This is an optimization exercise on Yosys and OpenROAD, whose aim is small area and a short achievable clock period, not a production implementation.
Function was not checked in any run shown here: the RTL went through the layout flow alone.
Power figures rest on the tool's default switching activity, not on a simulated workload.

## flow/design.v (module list and top-level ports; edited modules follow where they fit)
// module cpu_alu_shifter: 48 lines
// module cpu_alu_mux2i: 8 lines
// module cpu_alu: 871 lines
// module cpu_alu_benc: 10 lines
// module cpu_alu_bpp: 11 lines
// module cpu_alu_benc2: 16 lines
// module cpu_alu_bpp2: 13 lines
// module cpu_alu_bppbit: 10 lines
// module cpu_alu_fa: 10 lines
// module cpu_alu_ha: 9 lines
// module cpu_alu_cpa: 761 lines
// module cpu_alu_nand2: 3 lines
// module cpu_alu_nor2: 3 lines
// module cpu_alu_xnor2: 3 lines
// module cpu_alu_inv: 3 lines
// module cpu_alu_aoi21: 3 lines
// module cpu_alu_oai21: 3 lines
// module cpu_alu_maj3i: 3 lines
// module cpu_alu_xor2: 3 lines
// module cpu_alu_and2: 3 lines
// module cpu_alu_mux2: 3 lines
module cpu_alu #(
    parameter int WIDTH = pkg_cpu_alu::ALU_WIDTH
) (
    input  logic             clk,
    input  logic             rst,
    input  logic             in_valid,
    input  logic [WIDTH-1:0] a,
    input  logic [WIDTH-1:0] b,
    input  logic [3:0]       oper,
    input  logic [3:0]       flags_in,
    output logic             out_valid,
    output logic [WIDTH-1:0] result,
    output logic [3:0]       flags_out
);
  // ...
==> flow/flow/run.sh <==
#!/bin/bash
# Standard layout, except that the port buffers are plain buf_2 cells instead of the
# resizer's default choice.
set -e
export BUFFER_PORTS_ARGS="-buffer_cell sky130_fd_sc_hd__buf_2"
bash standard.sh > standard.log 2>&1
==> flow/standard.sh <==
#!/bin/bash
# synth_recipe.tcl (not shown) runs the flow's synth.tcl, then flattens the netlist and writes it again
# the make line also repeats each setting of config.mk as NAME=value (left out here)
make -C /OpenROAD-flow-scripts/flow DESIGN_CONFIG=/design/flow/config.mk WORK_HOME=/design/flow/orfs CLKGATE_MAP_FILE= SYNTH_SCRIPT=/design/flow/synth_recipe.tcl "${@:-finish}"
==> flow/config.mk <==
export PLATFORM = sky130hd
export DESIGN_NAME = cpu_alu
export DESIGN_NICKNAME = cpu_alu
export VERILOG_FILES = /design/flow/design.v
export SDC_FILE = /design/flow/constraint.sdc
export NUM_CORES = 4
export LEC_CHECK = 0
export CAP_MARGIN = 20
export CORE_MARGIN = 2
export CORE_UTILIZATION = 60
export SETUP_SLACK_MARGIN = 3.4
export SLEW_MARGIN = 20
export SYNTH_HIERARCHICAL = 1
==> flow/constraint.sdc <==
create_clock -name core_clock -period 11.0 [get_ports {clk}]
set_input_delay 2.2000 -clock core_clock [delete_from_list [all_inputs] [get_ports {clk}]]
set_output_delay 2.2000 -clock core_clock [all_outputs]
set_load 0.01 [all_outputs]
==> metrics.md, run 1 <==
| Metric | Value |
|---|---|
| Switching pwr | 2.875 mW |
| Status | timing/DRC/antenna clean |
| Fin util | 0.6589 |
| Post-Synth XOR/XNOR Area | 0.1944 |
| Cell-by-cell trace of the critical path | buf_4 > buf_12 > nand2_1 > and2_2 > buf_12 > xnor2_2 > o22ai_1 > fa_1 > fa_1 > fa_1 > fa_1 > fa_1 > mux2i_4 > xor2_2 > nand2_1 > nor2_4 > nand2_4 > inv_1 > nand2_1 > o21ai_1 > mux2i_2 |
| Hold EP | r_valid |
| First-pass iteration count of the detailed router | 5 |
| TritonCTS clock tree | done |
| Total internal power | 2.279 mW |
| Dominant cell type by area after synthesis | fa_1 |
| Met1 GRT Util | 0.5408 |
| Max-cap violations | 0 |
| Syn avg cell area | between 8 and 9 sq um |
| Hold Crit Start | rst |
| Wire length on met2 | approximately 33000 um |
| First-pass GRT wire length | between 100000 and 150000 um |
| Max-slew violations | 0 |
| Initial Util | 0.6088 |
| Clock network power share | 0.031 |
| Seq pwr share | 0.038 |
| Clk power | 161 uW |
| Placed Cells | 2864 |
| Seq area share | 0.03270 |
| Mux share of post-synthesis cell area | 0.1562 |
| Largest cell class by area | multi-input gates |
==> inputs of run 2 (changes only) <==
--- a/flow/design.v
+++ b/flow/design.v
@@ -140,47 +140,47 @@
     cpu_alu_benc2 u_benc9 (.i_b({b[19], b[18], b[17]}), .o_onen(bone[9]), .o_twon(btwo[9]), .o_neg(bneg[9]));
     cpu_alu_benc2 u_benc10 (.i_b({b[21], b[20], b[19]}), .o_onen(bone[10]), .o_twon(btwo[10]), .o_neg(bneg[10]));
     cpu_alu_benc2 u_benc11 (.i_b({b[23], b[22], b[21]}), .o_onen(bone[11]), .o_twon(btwo[11]), .o_neg(bneg[11]));
     cpu_alu_benc2 u_benc12 (.i_b({b[25], b[24], b[23]}), .o_onen(bone[12]), .o_twon(btwo[12]), .o_neg(bneg[12]));
     cpu_alu_benc2 u_benc13 (.i_b({b[27], b[26], b[25]}), .o_onen(bone[13]), .o_twon(btwo[13]), .o_neg(bneg[13]));
     cpu_alu_benc2 u_benc14 (.i_b({b[29], b[28], b[27]}), .o_onen(bone[14]), .o_twon(btwo[14]), .o_neg(bneg[14]));
     cpu_alu_benc2 u_benc15 (.i_b({b[31], b[30], b[29]}), .o_onen(bone[15]), .o_twon(btwo[15]), .o_neg(bneg[15]));
     logic [31:0] pp0;
-    cpu_alu_bpp2 #(.N(32)) u_bpp0 (.i_a(a[31:0]), .i_onen(bone[0]), .i_twon(btwo[0]), .i_neg(bneg[0]), .o_pp(pp0));
+    cpu_alu_bpp2 #(.N(32)) u_bpp0 (.i_a(a[31:0]), .i_onen(bone[0]), .i_twon(btwo[0]), .i_neg(b[1]), .o_pp(pp0));
     logic [29:0] pp1;
-    cpu_alu_bpp2 #(.N(30)) u_bpp1 (.i_a(a[29:0]), .i_onen(bone[1]), .i_twon(btwo[1]), .i_neg(bneg[1]), .o_pp(pp1));
+    cpu_alu_bpp2 #(.N(30)) u_bpp1 (.i_a(a[29:0]), .i_onen(bone[1]), .i_twon(btwo[1]), .i_neg(b[3]), .o_pp(pp1));
     logic [27:0] pp2;
-    cpu_alu_bpp2 #(.N(28)) u_bpp2 (.i_a(a[27:0]), .i_onen(bone[2]), .i_twon(btwo[2]), .i_neg(bneg[2]), .o_pp(pp2));
+    cpu_alu_bpp2 #(.N(28)) u_bpp2 (.i_a(a[27:0]), .i_onen(bone[2]), .i_twon(btwo[2]), .i_neg(b[5]), .o_pp(pp2));
     logic [25:0] pp3;
-    cpu_alu_bpp2 #(.N(26)) u_bpp3 (.i_a(a[25:0]), .i_onen(bone[3]), .i_twon(btwo[3]), .i_neg(bneg[3]), .o_pp(pp3));
+    cpu_alu_bpp2 #(.N(26)) u_bpp3 (.i_a(a[25:0]), .i_onen(bone[3]), .i_twon(btwo[3]), .i_neg(b[7]), .o_pp(pp3));
     logic [23:0] pp4;
-    cpu_alu_bpp2 #(.N(24)) u_bpp4 (.i_a(a[23:0]), .i_onen(bone[4]), .i_twon(btwo[4]), .i_neg(bneg[4]), .o_pp(pp4));
+    cpu_alu_bpp2 #(.N(24)) u_bpp4 (.i_a(a[23:0]), .i_onen(bone[4]), .i_twon(btwo[4]), .i_neg(b[9]), .o_pp(pp4));
     logic [21:0] pp5;
-    cpu_alu_bpp2 #(.N(22)) u_bpp5 (.i_a(a[21:0]), .i_onen(bone[5]), .i_twon(btwo[5]), .i_neg(bneg[5]), .o_pp(pp5));
+    cpu_alu_bpp2 #(.N(22)) u_bpp5 (.i_a(a[21:0]), .i_onen(bone[5]), .i_twon(btwo[5]), .i_neg(b[11]), .o_pp(pp5));
     logic [19:0] pp6;
-    cpu_alu_bpp2 #(.N(20)) u_bpp6 (.i_a(a[19:0]), .i_onen(bone[6]), .i_twon(btwo[6]), .i_neg(bneg[6]), .o_pp(pp6));
+    cpu_alu_bpp2 #(.N(20)) u_bpp6 (.i_a(a[19:0]), .i_onen(bone[6]), .i_twon(btwo[6]), .i_neg(b[13]), .o_pp(pp6));
     logic [17:0] pp7;
-    cpu_alu_bpp2 #(.N(18)) u_bpp7 (.i_a(a[17:0]), .i_onen(bone[7]), .i_twon(btwo[7]), .i_neg(bneg[7]), .o_pp(pp7));
+    cpu_alu_bpp2 #(.N(18)) u_bpp7 (.i_a(a[17:0]), .i_onen(bone[7]), .i_twon(btwo[7]), .i_neg(b[15]), .o_pp(pp7));
     logic [15:0] pp8;
-    cpu_alu_bpp2 #(.N(16)) u_bpp8 (.i_a(a[15:0]), .i_onen(bone[8]), .i_twon(btwo[8]), .i_neg(bneg[8]), .o_pp(pp8));
+    cpu_alu_bpp2 #(.N(16)) u_bpp8 (.i_a(a[15:0]), .i_onen(bone[8]), .i_twon(btwo[8]), .i_neg(b[17]), .o_pp(pp8));
     logic [13:0] pp9;
-    cpu_alu_bpp2 #(.N(14)) u_bpp9 (.i_a(a[13:0]), .i_onen(bone[9]), .i_twon(btwo[9]), .i_neg(bneg[9]), .o_pp(pp9));
+    cpu_alu_bpp2 #(.N(14)) u_bpp9 (.i_a(a[13:0]), .i_onen(bone[9]), .i_twon(btwo[9]), .i_neg(b[19]), .o_pp(pp9));
     logic [11:0] pp10;
-    cpu_alu_bpp2 #(.N(12)) u_bpp10 (.i_a(a[11:0]), .i_onen(bone[10]), .i_twon(btwo[10]), .i_neg(bneg[10]), .o_pp(pp10));
+    cpu_alu_bpp2 #(.N(12)) u_bpp10 (.i_a(a[11:0]), .i_onen(bone[10]), .i_twon(btwo[10]), .i_neg(b[21]), .o_pp(pp10));
     logic [9:0] pp11;
-    cpu_alu_bpp2 #(.N(10)) u_bpp11 (.i_a(a[9:0]), .i_onen(bone[11]), .i_twon(btwo[11]), .i_neg(bneg[11]), .o_pp(pp11));
+    cpu_alu_bpp2 #(.N(10)) u_bpp11 (.i_a(a[9:0]), .i_onen(bone[11]), .i_twon(btwo[11]), .i_neg(b[23]), .o_pp(pp11));
     logic [7:0] pp12;
-    cpu_alu_bpp2 #(.N(8)) u_bpp12 (.i_a(a[7:0]), .i_onen(bone[12]), .i_twon(btwo[12]), .i_neg(bneg[12]), .o_pp(pp12));
+    cpu_alu_bpp2 #(.N(8)) u_bpp12 (.i_a(a[7:0]), .i_onen(bone[12]), .i_twon(btwo[12]), .i_neg(b[25]), .o_pp(pp12));
     logic [5:0] pp13;
-    cpu_alu_bpp2 #(.N(6)) u_bpp13 (.i_a(a[5:0]), .i_onen(bone[13]), .i_twon(btwo[13]), .i_neg(bneg[13]), .o_pp(pp13));
+    cpu_alu_bpp2 #(.N(6)) u_bpp13 (.i_a(a[5:0]), .i_onen(bone[13]), .i_twon(btwo[13]), .i_neg(b[27]), .o_pp(pp13));
     logic [3:0] pp14;
-    cpu_alu_bpp2 #(.N(4)) u_bpp14 (.i_a(a[3:0]), .i_onen(bone[14]), .i_twon(btwo[14]), .i_neg(bneg[14]), .o_pp(pp14));
+    cpu_alu_bpp2 #(.N(4)) u_bpp14 (.i_a(a[3:0]), .i_onen(bone[14]), .i_twon(btwo[14]), .i_neg(b[29]), .o_pp(pp14));
     logic [1:0] pp15;
-    cpu_alu_bpp2 #(.N(2)) u_bpp15 (.i_a(a[1:0]), .i_onen(bone[15]), .i_twon(btwo[15]), .i_neg(bneg[15]), .o_pp(pp15));
+    cpu_alu_bpp2 #(.N(2)) u_bpp15 (.i_a(a[1:0]), .i_onen(bone[15]), .i_twon(btwo[15]), .i_neg(b[31]), .o_pp(pp15));
     logic hs0;
     logic hc0;
     logic hs1;
     logic hc1;
     logic fs0;
     logic fc0;
     logic hs2;
     logic hc2;
==> flow/config.mk (replaced) <==
export PLATFORM = sky130hd
export DESIGN_NAME = cpu_alu
export DESIGN_NICKNAME = cpu_alu
export VERILOG_FILES = /design/flow/design.v
export SDC_FILE = /design/flow/constraint.sdc
export NUM_CORES = 4
export LEC_CHECK = 0
export CAP_MARGIN = 20
export CORE_MARGIN = 2
export CORE_UTILIZATION = 60
export SETUP_SLACK_MARGIN = 3.2
export SLEW_MARGIN = 20
export SYNTH_HIERARCHICAL = 1
==> run 2 against run 1 <==
Net effect: critical path depth is 2 lower; maximum frequency is 1.8% lower; first-iteration DRC count is 1.9% higher; largest cell class unchanged; combinational power is 9.0% lower; still clean.
==> metrics.md, run 2 <==
| Metric | Value |
|---|---|
| Area grow syn2layout | 5.935% (was 8.221%) |
| Root buffer cell | clkbuf_16 (unchanged) |
| H-tree depth | 2 (unchanged) |
| Post-synth EDFFs | 0 (unchanged) |
| Unique masters post-synth | 75 (unchanged) |
| Status | timing/DRC/antenna clean (unchanged) |
| Register area share after synthesis | 0.03539 (unchanged) |
| Row count | 67 (unchanged) |
| Minimum clock period | 7704 ps (was 7567 ps) |
| Largest stage delay, worst path | 510 ps (was 540 ps) |
| Post-DP HPWL | 54100 um (was 55420 um) |
| Reg clk slew, reported paths | 60 ps (about the same) |
| Most common cell after layout, fill and taps aside | xnor2_1 (unchanged) |
| Cell Area, Synth | 20360 sq um (unchanged) |
| Crit path kind | in -> reg (unchanged) |
| Vias/cell | 6.598 (was 6.648) |
| Critical Path AT | 7860 ps (was 7730 ps) |
| Synthesis-stage register bit count | 36 (unchanged) |
| Die Wd | 188.2 um (unchanged) |
| CP delay by family, top | adder cells (unchanged) |
| CTS Sinks | 36 (unchanged) |
| WHS | 2061 ps (was 2065 ps) |
| Total power | 4.725 mW (was 5.154 mW) |
| Max-cap violations | 0 (unchanged) |
| Vias in the first global route | 18.51k (was 19.04k) |
| Max VDD drop | 0.001031 V (was 0.001177 V) |
| Syn Inst Count | 2414 (unchanged) |
| Min-Delay Path Class | in -> reg (unchanged) |
| Max-slew violations | 0 (unchanged) |
| Most frequent cells in the layout | 360 x xnor2_1, 295 x mux2i_1, 291 x o22ai_1, 209 x fa_1, 192 x nand2_1 (was 340 x xnor2_1, 290 x o22ai_1, 285 x mux2i_1, 207 x fa_1, 191 x nand2_1) |
| Die Ht | 188.2 um (unchanged) |
| Cell-by-cell trace of the critical path | buf_2 > buf_6 > xor2_4 > nand2_4 > o22ai_1 > fa_1 > fa_1 > fa_1 > fa_1 > fa_1 > mux2i_2 > xor2_2 > nand2_1 > nor2_1 > nand2_2 > inv_1 > nand2_1 > o21ai_1 > mux2i_2 (was buf_4 > buf_12 > nand2_1 > and2_2 > buf_12 > xnor2_2 > o22ai_1 > fa_1 > fa_1 > fa_1 > fa_1 > fa_1 > mux2i_4 > xor2_2 > nand2_1 > nor2_4 > nand2_4 > inv_1 > nand2_1 > o21ai_1 > mux2i_2) |
| Synth cell count leaders | 370 x xnor2_1, 310 x mux2i_1, 293 x o22ai_1 (unchanged) |
| Max-slew headroom | 0.2327 (was 0.2385) |
| CTS buffer count | 5 (unchanged) |
| Number of flip-flops in the largest register | 32 (unchanged) |
| Max Buffers Root-to-Sink | 2 (unchanged) |
| Most frequent cell after synthesis | xnor2_1 (unchanged) |
| Yosys warnings | 9 (unchanged) |
| Fraction of registers with async set/reset | 0 (unchanged) |
| Fin. Hold Viols | 0 (unchanged) |
| Pwr Density | 219.0 nW/um^2 (was 233.9 nW/um^2) |
| Fmax | 129.8 MHz (was 132.2 MHz) |
| # DRC | 0 (unchanged) |
| IO Port Bufs | 109 (unchanged) |
| Dpl ws | 1830 ps (was 2154 ps) |
| Hold EP | r_valid (unchanged) |
| Global Route Usage Sum | 0.4016 (was 0.4110) |
| Setup TNS | 0 ps (unchanged) |
| Final WS setup | 3296 ps (was 3433 ps) |
| WL/cell | 25.11 um (was 25.65 um) |
| Worst path depth | 19 (was 21) |
| DR iter-0 viols | 1997 (was 1959) |
| Antenna violations before repair | 1 (was 0) |
| Largest regs | r_result x32, r_flags x3, r_valid x1 (unchanged) |
| Final setup fails | 0 (unchanged) |
| TritonCTS clock tree | done (unchanged) |
| Hold Path Depth | 2 (unchanged) |
| Total gr overflow | 0 (unchanged) |
| First-pass iteration count of the detailed router | 6 (was 5) |
| Slew @ Worst Pin | 1151 ps (was 1142 ps) |
| Initial Util | 0.6088 (unchanged) |
| Syn avg cell area | 8.436 sq um (unchanged) |
| Largest net degree at the start of global routing | 98 (was 73) |
| ANT nets after route | 0 (unchanged) |
| Dominant cell type by area after synthesis | fa_1 (unchanged) |
| Crit end category | flop (unchanged) |
| Io pins | 112 (unchanged) |
| CP Buf/Inv Count | 3 (was 4) |
| Final net count | 2790 (was 2815) |
| First-pass GRT wire length | 109700 um (was 111700 um) |
| Slowest CP cell | fa_1 (unchanged) |
| RePlAce Congestion | 0.9500 (was 0.9728) |
| Core area | 33450 sq um (unchanged) |
| Total number of vias | 19.06k (was 19.37k) |
| Worst path most repeated cell | fa_1 (unchanged) |
| Layout cells sized above 1 | 0.1287 (was 0.1598) |
| Crit start category | input port (unchanged) |
| Leak Pwr | 8.708 nW (was 8.913 nW) |
| RSZ-0062 raised after global routing | true (unchanged) |
| Hold_buf cts | 0 (unchanged) |
| Die ar. | 35430 sq um (unchanged) |
| CP required | 11160 ps (was 11170 ps) |
| Worst-path maximum fanout | 26 (was 30) |
| Ranking of synthesized cells by area | fa_1 21%, xnor2_1 16%, mux2i_1 15%, o22ai_1 9.0%, ha_1 4.1% (unchanged) |
| Main synth FF type | dfxtp_1 (unchanged) |
| Final worst-path cycle share | 0.7003 (was 0.6879) |
| Hold Crit Start | rst (unchanged) |
| Post-synth top area share | 0.2064 (unchanged) |
| WL final | 72530 um (was 74700 um) |
| Largest register by flop count | r_result (unchanged) |
## run 2: changes by cell type in the layout (fill, tap and decap cells not counted), moves of 6 or more
cell and change:
and2_1 +12, buf_4 -27, mux2i_2 -8, mux2i_1 +10
xnor2_2 -20, xnor2_1 +20, buf_6 +7, and2_4 -10
xor2_2 -7, xor2_1 +6
## run 2: cell type report
cell class | instances | area [sq um]
antenna | 1 | 2.502
tap | 448 | 560.5
inverter | 152 | 570.5
multi-input combinational | 2079 | 18450
timing repair buffer | 165 | 1100
sequential | 36 | 720.7
fill | 2954 | 11880
clock inverter | 3 | 42.54
clock buffer | 5 | 125.1
## run 2: repair_timing
action                     in CTS  in global routing
gates cloned                    0                  1
resized for setup              44                 50
setup buffers                   3                 14
pin swaps                       2                  8
setup endpoints to repair      19                 19
## run 2: worst max-delay path by stage
stage                 start           end  slack (ps)
floorplan           oper[3]    r_flags[2]        3220
global placement       b[1]  r_result[25]        1910
detailed placement     b[1]  r_result[25]        1830
CTS                    b[1]  r_result[25]        3200
global route           b[4]  r_result[25]        3170
finish                 b[4]  r_result[25]        3300
## run 2: kinds of logic after synthesis
kind of cell               Yosys count  synth area share
AOI/OAI and AO/OA                  609            0.1935
xor gates and xnor gates           452            0.1944
and+or+nand+nor                    419           0.09050
muxes                              317            0.1562
buffers and inverters              303           0.08227
adders and majority gates          277            0.2475
DFF                                 36           0.03539
other                                1         0.0001841
## run 2: through the flow
step	util	cell area, sq um	std cells
6_report	0.6450	21570	2889
5_1_grt	0.6449	21570	2888
4_1_cts	0.6340	21210	2873
3_5_place_dp	0.6224	20820	2862
3_3_place_gp	0.6223	20820	2862
2_1_floorplan	-	20380	2417
## run 2: routing by layer
| metal | global-route usage | vias to the layer above | share of wire |
|---|---|---|---|
| met5 | 0 | - | 0 |
| met4 | 0.1657 | 0 | 0.049 |
| met3 | 0.07171 | 195 | 0.10 |
| met2 | 0.6385 | 1051 | 0.44 |
| met1 | 0.5407 | 9305 | 0.40 |
| li1 | - | 8512 | - |
## run 2: modules after synthesis, one instance, submodules excluded, excerpt
| module | area (sq um) | times used | flops+latches |
|---|---|---|---|
| cpu_alu_aoi21 | 8.758 | 48 | 0 |
| cpu_alu_inv | 3.754 | 50 | 0 |
| cpu_alu_nand2 | 3.754 | 105 | 0 |
| cpu_alu_ha | 12.51 | 30 | 0 |
| cpu_alu_xor2 | 8.758 | 80 | 0 |
| cpu_alu_nor2 | 3.754 | 69 | 0 |
| cpu_alu_oai21 | 5.005 | 32 | 0 |
## run 2: where the power goes
part | switching (mW) | internal [mW]
combinational | 2.58 | 1.78
clock | 0.0564 | 0.106
sequential | 0.0118 | 0.185
total | 2.65 | 2.07

-- separate check: timing with driven ports --
The results above use ideal ports. As a check the final layouts listed here were re-extracted and re-timed, cells and wires unchanged. Step 1 assumes that a clkbuf_16 drives the clock port and a buf_2 every other input. Step 2, shift: input delay + t, output delay - t, t = (earliest + latest rising clock arrival at the registers) / 2. This alone moves slack from input paths to output paths. a / b / c = no drivers / after step 1 / after step 2; a / b = the first two.
run | t (ns) | slack for setup (ns) | worst setup path after step 2 | worst data-port slew with drivers (ns) | pins driven straight from the clock port
run 1 | 0.318 | 3.433 / 3.443 / 3.125 | input to register | 0.07 | 1
run 2 | 0.318 | 3.296 / 3.244 / 2.926 | input to register | 0.11 | 1
After both steps every run listed still meets setup and hold. The setup slack of run 2, which loses most, moves by -0.052 ns with the drivers and by -0.370 ns with both steps.
